Source: an optimization exercise on an open RTL-to-GDS flow (aim: small area). Production flows keep margins and buffers that such runs may drop.
Only simulation tests tie the RTL to the original design; equivalence was not proved.

==> flow/design.v <==
`timescale 1ns/1ps
module load_controller (
    input  logic       clk,
    input  logic       reset,
    input  logic       start_i,
    input  logic       weight_valid_i,
    input  logic [7:0] weight_data_i,
    input  logic       line_valid_i,
    input  logic [7:0] line_data_i,
    output logic       weight_wr_en_o,
    output logic       line_wr_en_o,
    output logic [3:0] wr_addr_o,
    output logic [7:0] wr_data_o,
    output logic       compute_o
);
    localparam int VEC_LEN = 16;
    localparam logic [1:0] IDLE         = 2'd0;
    localparam logic [1:0] LOAD_WEIGHTS = 2'd1;
    localparam logic [1:0] LOAD_LINE    = 2'd2;
    localparam logic [1:0] COMPUTE      = 2'd3;    
    logic [1:0] state_q;
    logic [3:0] elem_cnt_q;      
    logic       weight_en_q;
    logic       line_en_q;
    logic       compute_q;
    logic [3:0] wr_addr_q;
    logic [7:0] wr_data_q;       
    logic weight_take;
    logic line_take;
    logic last_elem;
    assign weight_take = (state_q == LOAD_WEIGHTS) && weight_valid_i;
    assign line_take   = (state_q == LOAD_LINE) && line_valid_i;
    assign last_elem   = (elem_cnt_q == 4'(VEC_LEN - 1));
    always_ff @(posedge clk or posedge reset) begin
        if (reset) begin
            state_q     <= IDLE;
            elem_cnt_q  <= '0;
            weight_en_q <= 1'b0;
            line_en_q   <= 1'b0;
            compute_q   <= 1'b0;
        end else begin
            weight_en_q <= weight_take;
            line_en_q   <= line_take;
            compute_q   <= 1'b0;
            if (weight_take || line_take) begin
                elem_cnt_q <= elem_cnt_q + 1'b1;     
            end
            case (state_q)
                IDLE: begin
                    elem_cnt_q <= '0;
                    if (start_i) begin
                        state_q <= LOAD_WEIGHTS;
                    end
                end
                LOAD_WEIGHTS: begin
                    if (weight_take && last_elem) begin
                        state_q <= LOAD_LINE;
                    end
                end
                LOAD_LINE: begin
                    if (line_take && last_elem) begin
                        state_q <= COMPUTE;
                    end
                end
                COMPUTE: begin
                    compute_q <= 1'b1;       
                    state_q   <= IDLE;
                end
                default: state_q <= IDLE;
            endcase
        end
    end
    always_ff @(posedge clk) begin
        if (weight_take || line_take) begin
            wr_addr_q <= elem_cnt_q;
            wr_data_q <= line_take ? line_data_i : weight_data_i;
        end
    end
    assign weight_wr_en_o = weight_en_q;
    assign line_wr_en_o   = line_en_q;
    assign wr_addr_o      = wr_addr_q;
    assign wr_data_o      = wr_data_q;
    assign compute_o      = compute_q;
endmodule
`timescale 1ns/1ps
module operand_buffer (
    input  logic         clk,
    input  logic         reset,
    input  logic         wr_en_i,
    input  logic [3:0]   wr_addr_i,
    input  logic [7:0]   wr_data_i,
    output logic [127:0] data_o
);
    localparam int VEC_LEN = 16;
    logic [7:0] mem_q [VEC_LEN];
    always_ff @(posedge clk or posedge reset) begin
        if (reset) begin
            for (int i = 0; i < VEC_LEN; i++) begin
                mem_q[i] <= '0;
            end
        end else if (wr_en_i) begin
            mem_q[wr_addr_i] <= wr_data_i;
        end
    end
    always_comb begin
        for (int i = 0; i < VEC_LEN; i++) begin
            data_o[i*8 +: 8] = mem_q[i];
        end
    end
endmodule
`timescale 1ns/1ps
module mac_array (
    input  logic         clk,
    input  logic         reset,
    input  logic         compute_i,
    input  logic [127:0] weight_i,
    input  logic [127:0] line_i,
    output logic         prod_valid_o,
    output logic [255:0] prod_o          
);
    localparam int VEC_LEN = 16;
    logic [255:0] prod_d;
    logic [255:0] prod_q;
    logic         valid_q;
    always_comb begin
        for (int i = 0; i < VEC_LEN; i++) begin
            prod_d[i*16 +: 16] = 16'(weight_i[i*8 +: 8]) * 16'(line_i[i*8 +: 8]);
        end
    end
    always_ff @(posedge clk or posedge reset) begin
        if (reset) begin
            valid_q <= 1'b0;
        end else begin
            valid_q <= compute_i;
        end
    end
    always_ff @(posedge clk) begin
        if (compute_i) begin
            prod_q <= prod_d;    
        end
    end
    assign prod_valid_o = valid_q;
    assign prod_o       = prod_q;
endmodule
`timescale 1ns/1ps
module adder_tree (
    input  logic         clk,
    input  logic         reset,
    input  logic         prod_valid_i,
    input  logic [255:0] prod_i,
    output logic         psum_valid_o,
    output logic [31:0]  psum_o          
);
    localparam int GROUP_LEN  = 8;
    localparam int NUM_GROUPS = 4;
    localparam int HALVES     = 2;       
    logic [31:0] psum_d;
    logic [31:0] psum_q;
    logic        valid_q;
    logic [7:0]  part [NUM_GROUPS][GROUP_LEN];
    always_comb begin
        for (int g = 0; g < NUM_GROUPS; g++) begin
            for (int i = 0; i < GROUP_LEN; i++) begin
                part[g][i] = prod_i[((g % HALVES) * GROUP_LEN + i) * 16
                                    + ((g / HALVES) != 0 ? 8 : 0) +: 8];
            end
            for (int w = GROUP_LEN / 2; w > 0; w = w / 2) begin
                for (int i = 0; i < w; i++) begin
                    part[g][i] = part[g][2*i] + part[g][2*i+1];
                end
            end
            psum_d[g*8 +: 8] = part[g][0];
        end
    end
    always_ff @(posedge clk or posedge reset) begin
        if (reset) begin
            valid_q <= 1'b0;
        end else begin
            valid_q <= prod_valid_i;
        end
    end
    always_ff @(posedge clk) begin
        if (prod_valid_i) begin
            psum_q <= psum_d;
        end
    end
    assign psum_valid_o = valid_q;
    assign psum_o       = psum_q;
endmodule
`timescale 1ns/1ps
module result_serializer #(
    parameter int NUM_RESULTS = 16
) (
    input  logic        clk,
    input  logic        reset,
    input  logic        psum_valid_i,
    input  logic [31:0] psum_i,
    output logic        result_valid_o,
    output logic [7:0]  result_data_o
);
    localparam int NUM_GROUPS = 4;
    localparam int CNT_W = (NUM_RESULTS > 1) ? $clog2(NUM_RESULTS) : 1;
    localparam logic SER_IDLE = 1'b0;
    localparam logic SER_EMIT = 1'b1;
    logic             state_q;
    logic [CNT_W-1:0] cnt_q;      
    logic [31:0]      cap_q;
    logic             last_byte;
    assign last_byte = (cnt_q == CNT_W'(NUM_RESULTS - 1));
    always_ff @(posedge clk or posedge reset) begin
        if (reset) begin
            state_q <= SER_IDLE;
            cnt_q   <= '0;
        end else begin
            case (state_q)
                SER_IDLE: begin
                    if (psum_valid_i) begin
                        state_q <= SER_EMIT;
                        cnt_q   <= '0;
                    end
                end
                SER_EMIT: begin
                    if (psum_valid_i) begin
                        cnt_q <= '0;             
                    end else if (last_byte) begin
                        state_q <= SER_IDLE;
                    end else begin
                        cnt_q <= cnt_q + 1'b1;
                    end
                end
                default: state_q <= SER_IDLE;
            endcase
        end
    end
    always_ff @(posedge clk) begin
        if (psum_valid_i) begin
            cap_q <= psum_i;
        end
    end
    assign result_valid_o = (state_q == SER_EMIT);
    assign result_data_o  = cap_q[(int'(cnt_q) % NUM_GROUPS) * 8 +: 8];
endmodule
`timescale 1ns/1ps
module cnn_accel_top #(
    parameter int NUM_RESULTS = 16
) (
    input  logic       clk,
    input  logic       reset,
    input  logic       start_i,
    input  logic       weight_valid_i,
    input  logic [7:0] weight_data_i,
    input  logic       line_valid_i,
    input  logic [7:0] line_data_i,
    output logic       result_valid_o,
    output logic [7:0] result_data_o,
    output logic       done_o
);
    logic         weight_wr_en;
    logic         line_wr_en;
    logic [3:0]   wr_addr;
    logic [7:0]   wr_data;
    logic         compute;
    logic [127:0] weight_vec;
    logic [127:0] line_vec;
    logic         prod_valid;
    logic [255:0] prod;
    logic         psum_valid;
    logic [31:0]  psum;
    load_controller load_ctrl_i (
        .clk            (clk),
        .reset          (reset),
        .start_i        (start_i),
        .weight_valid_i (weight_valid_i),
        .weight_data_i  (weight_data_i),
        .line_valid_i   (line_valid_i),
        .line_data_i    (line_data_i),
        .weight_wr_en_o (weight_wr_en),
        .line_wr_en_o   (line_wr_en),
        .wr_addr_o      (wr_addr),
        .wr_data_o      (wr_data),
        .compute_o      (compute)
    );
    operand_buffer weight_buf_i (
        .clk       (clk),
        .reset     (reset),
        .wr_en_i   (weight_wr_en),
        .wr_addr_i (wr_addr),
        .wr_data_i (wr_data),
        .data_o    (weight_vec)
    );
    operand_buffer line_buf_i (
        .clk       (clk),
        .reset     (reset),
        .wr_en_i   (line_wr_en),
        .wr_addr_i (wr_addr),
        .wr_data_i (wr_data),
        .data_o    (line_vec)
    );
    mac_array mac_array_i (
        .clk          (clk),
        .reset        (reset),
        .compute_i    (compute),
        .weight_i     (weight_vec),
        .line_i       (line_vec),
        .prod_valid_o (prod_valid),
        .prod_o       (prod)
    );
    adder_tree adder_tree_i (
        .clk          (clk),
        .reset        (reset),
        .prod_valid_i (prod_valid),
        .prod_i       (prod),
        .psum_valid_o (psum_valid),
        .psum_o       (psum)
    );
    assign done_o = psum_valid;      
    result_serializer #(
        .NUM_RESULTS (NUM_RESULTS)
    ) result_ser_i (
        .clk            (clk),
        .reset          (reset),
        .psum_valid_i   (psum_valid),
        .psum_i         (psum),
        .result_valid_o (result_valid_o),
        .result_data_o  (result_data_o)
    );
endmodule
==> flow/run.sh <==
#!/bin/bash
# synth_recipe.tcl (not shown) runs the flow's synth.tcl, then flattens the netlist and writes it again
# the make line also repeats each setting of config.mk as NAME=value (left out here)
make -C /OpenROAD-flow-scripts/flow DESIGN_CONFIG=/design/flow/config.mk WORK_HOME=/design/flow/orfs CLKGATE_MAP_FILE= SYNTH_SCRIPT=/design/flow/synth_recipe.tcl finish
==> flow/config.mk <==
export PLATFORM = sky130hd
export DESIGN_NAME = cnn_accel_top
export DESIGN_NICKNAME = cnn_accel_top
export VERILOG_FILES = /design/flow/design.v
export SDC_FILE = /design/flow/constraint.sdc
export NUM_CORES = 4
export LEC_CHECK = 0
export CAP_MARGIN = 20
export CORE_MARGIN = 2
export CORE_UTILIZATION = 45
export SLEW_MARGIN = 20
==> flow/constraint.sdc <==
create_clock -name core_clock -period 5.5 [get_ports {clk}]
set_input_delay 1.1000 -clock core_clock [delete_from_list [all_inputs] [get_ports {clk}]]
set_output_delay 1.1000 -clock core_clock [all_outputs]
set_load 0.01 [all_outputs]
==> results of run 1 <==
-- kinds of logic after synthesis --
kind of cell    Yosys count  synth area share (%)
simple gates           1385                  13.2
fa+ha+maj              1346                  37.9
buf+inv                1082                  6.89
flops                   604                  28.5
compound gates          414                  4.72
mux                     279                  5.47
xor+xnor                225                  3.34
-- placed cells by master (no fill, tap or decap), types with 84 or more instances in the layout --
cell type / count
a21oi_1: 106
fa_1: 732
mux2_2: 264
ha_1: 614
xnor2_1: 169
and2_1: 845
edfxtp_1: 332
inv_1: 1047
clkbuf_16: 84
dfrtp_1: 271
nor2_1: 115
nand2_1: 236
-- registers in the layout (all words and copies together), names as in the netlist --
signal	flops
result_ser_i.cap_q	32
line_buf_i.mem_q	128
load_ctrl_i.compute_q	1
result_ser_i.state_q	1
mac_array_i.prod_q	256
load_ctrl_i.elem_cnt_q	4
mac_array_i.valid_q	1
load_ctrl_i.wr_addr_q	4
adder_tree_i.valid_q	1
load_ctrl_i.weight_en_q	1
weight_buf_i.mem_q	128
load_ctrl_i.wr_data_q	8
load_ctrl_i.line_en_q	1
adder_tree_i.psum_q	32
load_ctrl_i.state_q	2
result_ser_i.cnt_q	4
-- layout make-up --
class	instances	area [sq um]
Fill cell	11900	65500
Multi-Input combinational cell	3649	38100
Sequential cell	604	16800
Inverter	1048	3940
Clock buffer	97	2190
Tap cell	1742	2180
Clock inverter	49	688
Timing Repair Buffer	47	478
-- worst paths after layout --
check                                           to                     from  slack (ns)  cells past startpoint
setup / recovery           mac_array_i.prod_q[255]  line_buf_i.mem_q[15][5]        0.71                     14
hold / removal              result_ser_i.cap_q[21]  adder_tree_i.psum_q[21]        0.41                      0
setup reg to reg           mac_array_i.prod_q[255]  line_buf_i.mem_q[15][5]        0.71                     14
hold reg to reg             result_ser_i.cap_q[21]  adder_tree_i.psum_q[21]        0.41                      0
max in group asynchronous   line_buf_i.mem_q[5][0]                    reset        3.52                      3
min in group asynchronous  load_ctrl_i.weight_en_q                    reset        0.80                      2
-- routing by layer --
metal / vias up / global-route usage [%] / part of all wire [%]
met2: 671 / 31.1 / 44
li1: 17300 / - / -
met4: 2 / 4.76 / 1.8
met1: 18500 / 30.0 / 48
met3: 135 / 4.16 / 6.3
met5: - / 0 / 0.0098
-- stage by stage --
stage / hold slack (ns) / utilization [%]
after floorplan: 0.400 / -
after global placement: 0.401 / 47.4
after detailed placement: 0.405 / 47.4
after CTS: 0.415 / 49.6
after global routing: 0.421 / 49.6
final: 0.414 / 49.6
==> flow_summary_export.csv, run 1 <==
group,metric,value,unit
run_status,status,"finished clean",
critical_path,critPathMaxFanout,9,
sta,fin_crit_sh,87.0,%
logic_synthesis,synth_nets,6702,
die,die_h,366,microns
logic_synthesis,ys_seq_area_share,28.5,%
final_layout,syn_to_final_growth,9.19,%
logic_synthesis,postSynthAreaPerCell,11.0,sq um
logic_synthesis,synth_edf_count,332,
critical_path,cp_slowest_cell,"fa_1",
cts,clock_sinks,604,
detailed_routing,drt-pass1-iter-count,5,
sta,tightest_slew,1.10,ns
sta,clock_skew,0.0352,ns
detailed_routing,drcViolationCount,0,
sta,period_minus_slack,4.79,ns
place,gp_congestion,0.833,
cts,clock-root-buffer,"clkbuf_16",
logic_synthesis,synth_commonest_cells,"inv_1, and2_1, fa_1",
sta,fmax,209,MHz
global_route,grt_overflow,0,
cts,htreeDepth,3,
sta,fin_tns_setup,0,ns
die,io_pins,31,
logic_synthesis,ys_ff_latch,604,
final_layout,layout.nets,6796,
final_layout,drive_gt1_share,7.94,%
sta,finalSetupViolCount,0,
logic_synthesis,async_flop_share,45.0,%
critical_path,critPathMaxStageDelay,0.55,ns
critical_path,cp.buffers_inverters,2,
detailed_routing,wirelength,133000,microns
logic_synthesis,ys.flop_type,"edfxtp_1",
critical_path,crit_chain,"and2_1, fa_1, fa_1, fa_1, inv_1, fa_1, inv_1, ha_1, or2_1, or3_1, o22ai_2, o21ai_2, or4_1, and3_1",
cts,clk_path_buf_depth,3,
die,design.die.area,134000,sq um
logic_synthesis,synth_area_leader_cell,"fa_1",
detailed_routing,via_per_inst,5.06,
final_layout,design_area,64400,sq um
place,dp_hpwl,102000,microns
global_route,antenna_found_initial,9,
detailed_routing,vias,36600,
die,coreArea,130000,sq um
place,dp_slack,0.749,ns
detailed_routing,drt_iter0_markers,2189,
final_layout,antennaDiodeCount,0,
cts,cts-resized-gates,0,
run,timing.max_cap.violations,0,
die,num_rows,132,
cts,cts_buffers,79,
detailed_routing,ant_nets,0,
final_layout,final_cells,7236,
die,start_util,45.4,%
detailed_routing,wl_per_cell,18.3,microns
place,placed_cells,7090,
critical_path,crit_top_cell,"fa_1",
logic_synthesis,synth_area,58900,sq um
cts,clkTransAtPathRegs,0.06,ns
global_route,grt_max_degree,131,
global_route,grt_pass1_vias,38700,
cts,holdBufCountCts,0,
global_route,grt_first_pass_wirelength,216000,microns
logic_synthesis,yosysWarnings,7,
critical_path,path_class,"reg2reg",
sta,finalHoldViolCount,0,
sta,drv_slew,0,
logic_synthesis,synth_cells,5335,
logic_synthesis,yosysMostFrequentCell,"inv_1",
sta,fin_ws,0.713,ns
cts,cts_tree,"done",
min_path,hold_class,"reg2reg",
cts,cts_setup_buffers,0,
place,port_buffers,30,
cts,clock_latency,0.68,ns
global_route,grt_use_total,20.4,%
logic_synthesis,synth.top_cell.area_share,24.9,%
critical_path,endpoint_kind,"flip-flop",
die,fp.dieW,366,microns
critical_path,startpoint_type,"flip-flop",
logic_synthesis,synth_area_leaders,"fa_1, edfxtp_1, ha_1",
critical_path,arrival,5.21,ns
sta,rsz0062_at_grt,"no",
place,place_area,61500,sq um
critical_path,crit_required,5.93,ns
logic_synthesis,synth_cell_type_count,68,
sta,timing.slew.headroom,26.5,%
critical_path,path_delay_family,"adder cells",
==> run 2: changes to the inputs <==
==> flow/design.v (replaced) <==
`timescale 1ns/1ps
module cnn_accel_top #(
    parameter int NUM_RESULTS = 16
) (
    input  logic       clk,
    input  logic       reset,
    input  logic       start_i,
    input  logic       weight_valid_i,
    input  logic [7:0] weight_data_i,
    input  logic       line_valid_i,
    input  logic [7:0] line_data_i,
    output logic       result_valid_o,
    output logic [7:0] result_data_o,
    output logic       done_o
);
    localparam logic [1:0] IDLE         = 2'd0;
    localparam logic [1:0] LOAD_WEIGHTS = 2'd1;
    localparam logic [1:0] LOAD_LINE    = 2'd2;
    logic [1:0]   state_q;
    logic [3:0]   elem_cnt_q;    
    logic [4:0]   post_q;        
    logic [127:0] wsr_q;         
    logic [7:0]   sum_q [4];
    logic weight_take;
    logic line_take;
    logic last_elem;
    logic first_elem;
    logic [15:0] prod;
    logic [7:0]  acc_lo;
    logic [7:0]  acc_hi;
    assign weight_take = (state_q == LOAD_WEIGHTS) && weight_valid_i;
    assign line_take   = (state_q == LOAD_LINE) && line_valid_i;
    assign last_elem   = (elem_cnt_q == 4'd15);
    assign first_elem  = (elem_cnt_q[2:0] == 3'd0);
    always_ff @(posedge clk or posedge reset) begin
        if (reset) begin
            state_q <= IDLE;
        end else begin
            case (state_q)
                IDLE:         if (start_i && post_q != 5'd1) state_q <= LOAD_WEIGHTS;
                LOAD_WEIGHTS: if (weight_take && last_elem) state_q <= LOAD_LINE;
                LOAD_LINE:    if (line_take && last_elem) state_q <= IDLE;
                default:      state_q <= IDLE;
            endcase
        end
    end
    always_ff @(posedge clk) begin
        if (state_q == IDLE) begin
            elem_cnt_q <= '0;
        end else if (weight_take || line_take) begin
            elem_cnt_q <= elem_cnt_q + 1'b1;
        end
    end
    always_ff @(posedge clk or posedge reset) begin
        if (reset) begin
            post_q <= '0;
        end else if (line_take && last_elem) begin
            post_q <= 5'd1;
        end else if (post_q == 5'd20) begin
            post_q <= '0;
        end else if (post_q != 5'd0) begin
            post_q <= post_q + 1'b1;
        end
    end
    always_ff @(posedge clk) begin
        if (weight_take || line_take) begin
            wsr_q <= {weight_data_i, wsr_q[127:8]};
        end
    end
    assign prod   = 16'(wsr_q[7:0]) * 16'(line_data_i);
    assign acc_lo = (first_elem ? 8'd0 : sum_q[{1'b0, elem_cnt_q[3]}]) + prod[7:0];
    assign acc_hi = (first_elem ? 8'd0 : sum_q[{1'b1, elem_cnt_q[3]}]) + prod[15:8];
    always_ff @(posedge clk) begin
        if (line_take) begin
            sum_q[{1'b0, elem_cnt_q[3]}] <= acc_lo;
            sum_q[{1'b1, elem_cnt_q[3]}] <= acc_hi;
        end
    end
    assign done_o         = (post_q == 5'd4);
    assign result_valid_o = (post_q >= 5'd5) && (post_q <= 5'd20);
    assign result_data_o  = sum_q[2'(post_q[1:0] - 2'd1)];
endmodule
--- a/flow/config.mk
+++ b/flow/config.mk
@@ -8,4 +8,5 @@
 export CAP_MARGIN = 20
 export CORE_MARGIN = 2
 export CORE_UTILIZATION = 45
+export SETUP_SLACK_MARGIN = 0.15
 export SLEW_MARGIN = 20
==> run 2 against run 1 <==
Net effect: now fails the layout checks on negative setup slack; via count down 87%; register-to-register slack worse by 0.54 ns; area after synthesis is 86% lower.
==> flow_summary_export.csv, run 2 <==
group,metric,value,unit
run_status,violations,"negative setup slack",
logic_synthesis,synth.mux.area_fraction,4.11,%
cts,cts_tree,"done",
detailed_routing,ant_nets,0,
logic_synthesis,ys_ff_latch,172,
sta,drv_slew,0,
sta,tightest_slew,0.816,ns
cts,clock-root-buffer,"clkbuf_16",
final_layout,mostFrequentLayoutCells,"edfxtp_1, inv_1, buf_4, and2_1, ha_1",
run_status,status,"complete, but fails checks",
critical_path,critPathMaxStageDelay,0.54,ns
critical_path,cp_slowest_cell,"fa_1",
critical_path,crit_required,5.65,ns
final_layout,regMostFlops,"wsr_q",
global_route,grt_use_met1,19.6,%
min_path,hold_class,"reg2reg",
logic_synthesis,synth_fa_ha_area_share,17.0,%
logic_synthesis,synth_area_leaders,"edfxtp_1, fa_1, ha_1",
critical_path,critPathMaxFanout,5,
detailed_routing,wirelength,14200,microns
logic_synthesis,synth_nets,706,
logic_synthesis,synth_edf_count,160,
global_route,use_met2,26.4,%
logic_synthesis,synthSimpleGateAreaFrac,8.17,%
detailed_routing,drt_iter0_markers,244,
cts,clock_latency,0.42,ns
sta,finalHoldViolCount,0,
global_route,antenna_found_initial,0,
sta,timing.slew.headroom,45.6,%
sta,fmax,181,MHz
global_route,top_usage_layer,"met2",
min_path,min_from,"wsr_q[103]",
cts,cts_buffers,17,
final_layout,drive_gt1_share,20.0,%
final_layout,final_common_cell,"edfxtp_1",
detailed_routing,drcViolationCount,0,
critical_path,arrival,5.67,ns
die,coreArea,18600,sq um
logic_synthesis,async_flop_share,4.07,%
detailed_routing,drt-pass1-iter-count,6,
sta,period_minus_slack,5.52,ns
place,dp_hpwl,10000,microns
global_route,grt_use_total,15.4,%
cts,clock_sinks,172,
critical_path,startpoint_type,"primary input",
critical_path,endpoint_kind,"flip-flop",
logic_synthesis,yosysWarnings,1,
final_layout,layout.nets,805,
sta,finalSetupViolCount,2,
die,fp.dieW,142,microns
sta,clock_skew,0.00891,ns
global_route,grt_max_degree,87,
critical_path,crit_start,"line_data_i[2]",
place,gp_congestion,0.843,
logic_synthesis,synth_compound_area_share,4.69,%
cts,htreeDepth,4,
sta,fin_ws,-0.0197,ns
logic_synthesis,ys_seq_area_share,59.5,%
die,io_pins,31,
detailed_routing,wl_per_cell,15.1,microns
cts,holdBufCountCts,0,
final_layout,largest_reg_flops,128,
logic_synthesis,synth_area,8530,sq um
cts,clkTransAtPathRegs,0.07,ns
critical_path,path_class,"in2reg",
global_route,grt_pass1_vias,4923,
detailed_routing,via_per_inst,5.07,
sta,fin_crit_sh,100,%
final_layout,syn_to_final_growth,21.2,%
sta,rsz0062_at_grt,"yes",
die,die_h,142,microns
logic_synthesis,synth_cell_type_count,43,
logic_synthesis,synth_cells,592,
die,design.die.area,20100,sq um
global_route,grt_overflow,0,
run,timing.max_cap.violations,0,
logic_synthesis,yosysMostFrequentCell,"edfxtp_1",
logic_synthesis,postSynthAreaPerCell,14.4,sq um
place,port_buffers,30,
critical_path,r2r-start,"wsr_q[4]",
logic_synthesis,ys.flop_type,"edfxtp_1",
logic_synthesis,synth_top_family_by_area,"adder cells",
critical_path,crit_top_cell,"fa_1",
global_route,grt_first_pass_wirelength,24000,microns
logic_synthesis,synth.top_cell.area_share,56.3,%
sta,fin_tns_setup,-0.0329,ns
detailed_routing,vias,4753,
logic_synthesis,synth_commonest_cells,"edfxtp_1, inv_1, ha_1",
final_layout,antennaDiodeCount,0,
logic_synthesis,synth_area_leader_cell,"edfxtp_1",
die,num_rows,50,
cts,clk_path_buf_depth,2,
die,start_util,45.8,%
logic_synthesis,synth-xor-area-share,3.29,%
critical_path,crit_chain,"buf_8, and2_4, fa_1, inv_2, fa_1, inv_2, fa_1, inv_1, fa_1, inv_2, ha_4, o21ai_4, o21ai_2, a21oi_2, or4b_1, o2111ai_2, ha_2, o21ai_1, nand2b_1, a31oi_1, xnor2_1, xnor2_1",
final_layout,post-route-util,55.4,%
global_route,grtUsageMet3,3.41,%
-- run 2: metrics by stage --
stage | hold WS [ns] | instance area (sq um) | instances | worst slack, ns
2_1_floorplan | 0.400 | 8600 | 592 | -0.113
3_3_place_gp | 0.400 | 9580 | 903 | -0.845
3_5_place_dp | 0.405 | 9580 | 903 | -0.903
4_1_cts | 0.415 | 10200 | 936 | 0.00667
5_1_grt | 0.422 | 10300 | 938 | -0.173
6_report | 0.416 | 10300 | 938 | -0.0197
-- run 2: layout make-up --
cell class | instances | area, sq um
flip-flops and latches | 172 | 5080
clock buffers | 18 | 429
fillers | 1532 | 8310
repair buffers | 88 | 731
multi-input cells | 348 | 3400
clock inverters | 14 | 160
well taps | 234 | 293
inverters | 64 | 240
-- run 2: path summary, 6_finish.rpt --
check	end	slack, ns	cells past startpoint
worst min-delay path	wsr_q[95]	0.42	0
max in group asynchronous	post_q[0]	4.36	2
worst max register to register	sum_q[2][7]	0.17	21
min in group asynchronous	post_q[3]	0.92	2
worst min register to register	wsr_q[95]	0.42	0
worst max-delay path	sum_q[2][7]	-0.02	22
-- run 2: repair_timing --
item,in CTS,in global routing
pin swaps,14,12
gates resized for setup,34,18
buffers inserted,1,2
endpoints found under the setup margin,16,10
-- run 2: routing by layer --
layer | vias to the layer above | part of all wire (%)
li1 | 2299 | -
met1 | 2399 | 45
met2 | 43 | 51
met3 | 12 | 2.2
met4 | 0 | 0.90
met5 | - | 0
-- run 2: critical path: cells and delay by family --
kind                       cells  cell delay, ns
buffers and inverters          5            0.29
and+or+nand+nor                3            0.70
AOI/OAI and AO/OA              6            0.68
xor gates and xnor gates       2            0.28
adders and majority gates      6            2.62
-- run 2: logic make-up after synthesis --
group                    count (synthesis)
flip-flops                             172
multiplexers                            25
AO/OA/AOI/OAI                           62
adder cells (fa/ha/maj)                 93
buffers and inverters                   72
XOR/XNOR                                32
AND/OR/NAND/NOR                        136

## what the ideal ports hide
No port has a modelled driver above. Below, the same layouts with a new extraction and two added sets of constraints. Step 1 sets driving cells, clkbuf_16 on the clock port and buf_2 on the other inputs (assumed; they add their load-dependent delay and slew). Step 2 adds t to the input delays and takes it off the output delays; t is the mean of the earliest and latest rising clock arrival at the registers after step 1. Input paths then give back, and output paths get back, about the clock's delay inside the block. Three values: ideal, step 1, step 2; two values: the first two.
run	shift t [ns]	setup WS [ns]	worst setup path after step 2	worst register clock-pin slew, ns	worst data-port slew with drivers (ns)
run 1	0.732	0.713 / 0.713 / 0.713	register to register	0.06 / 0.06	0.04
run 2	0.454	-0.020 / -0.019 / -0.473	input to register	0.07 / 0.07	0.05
The setup slack of run 2, which loses most, moves by +0.001 ns with the drivers and by -0.453 ns with both steps.
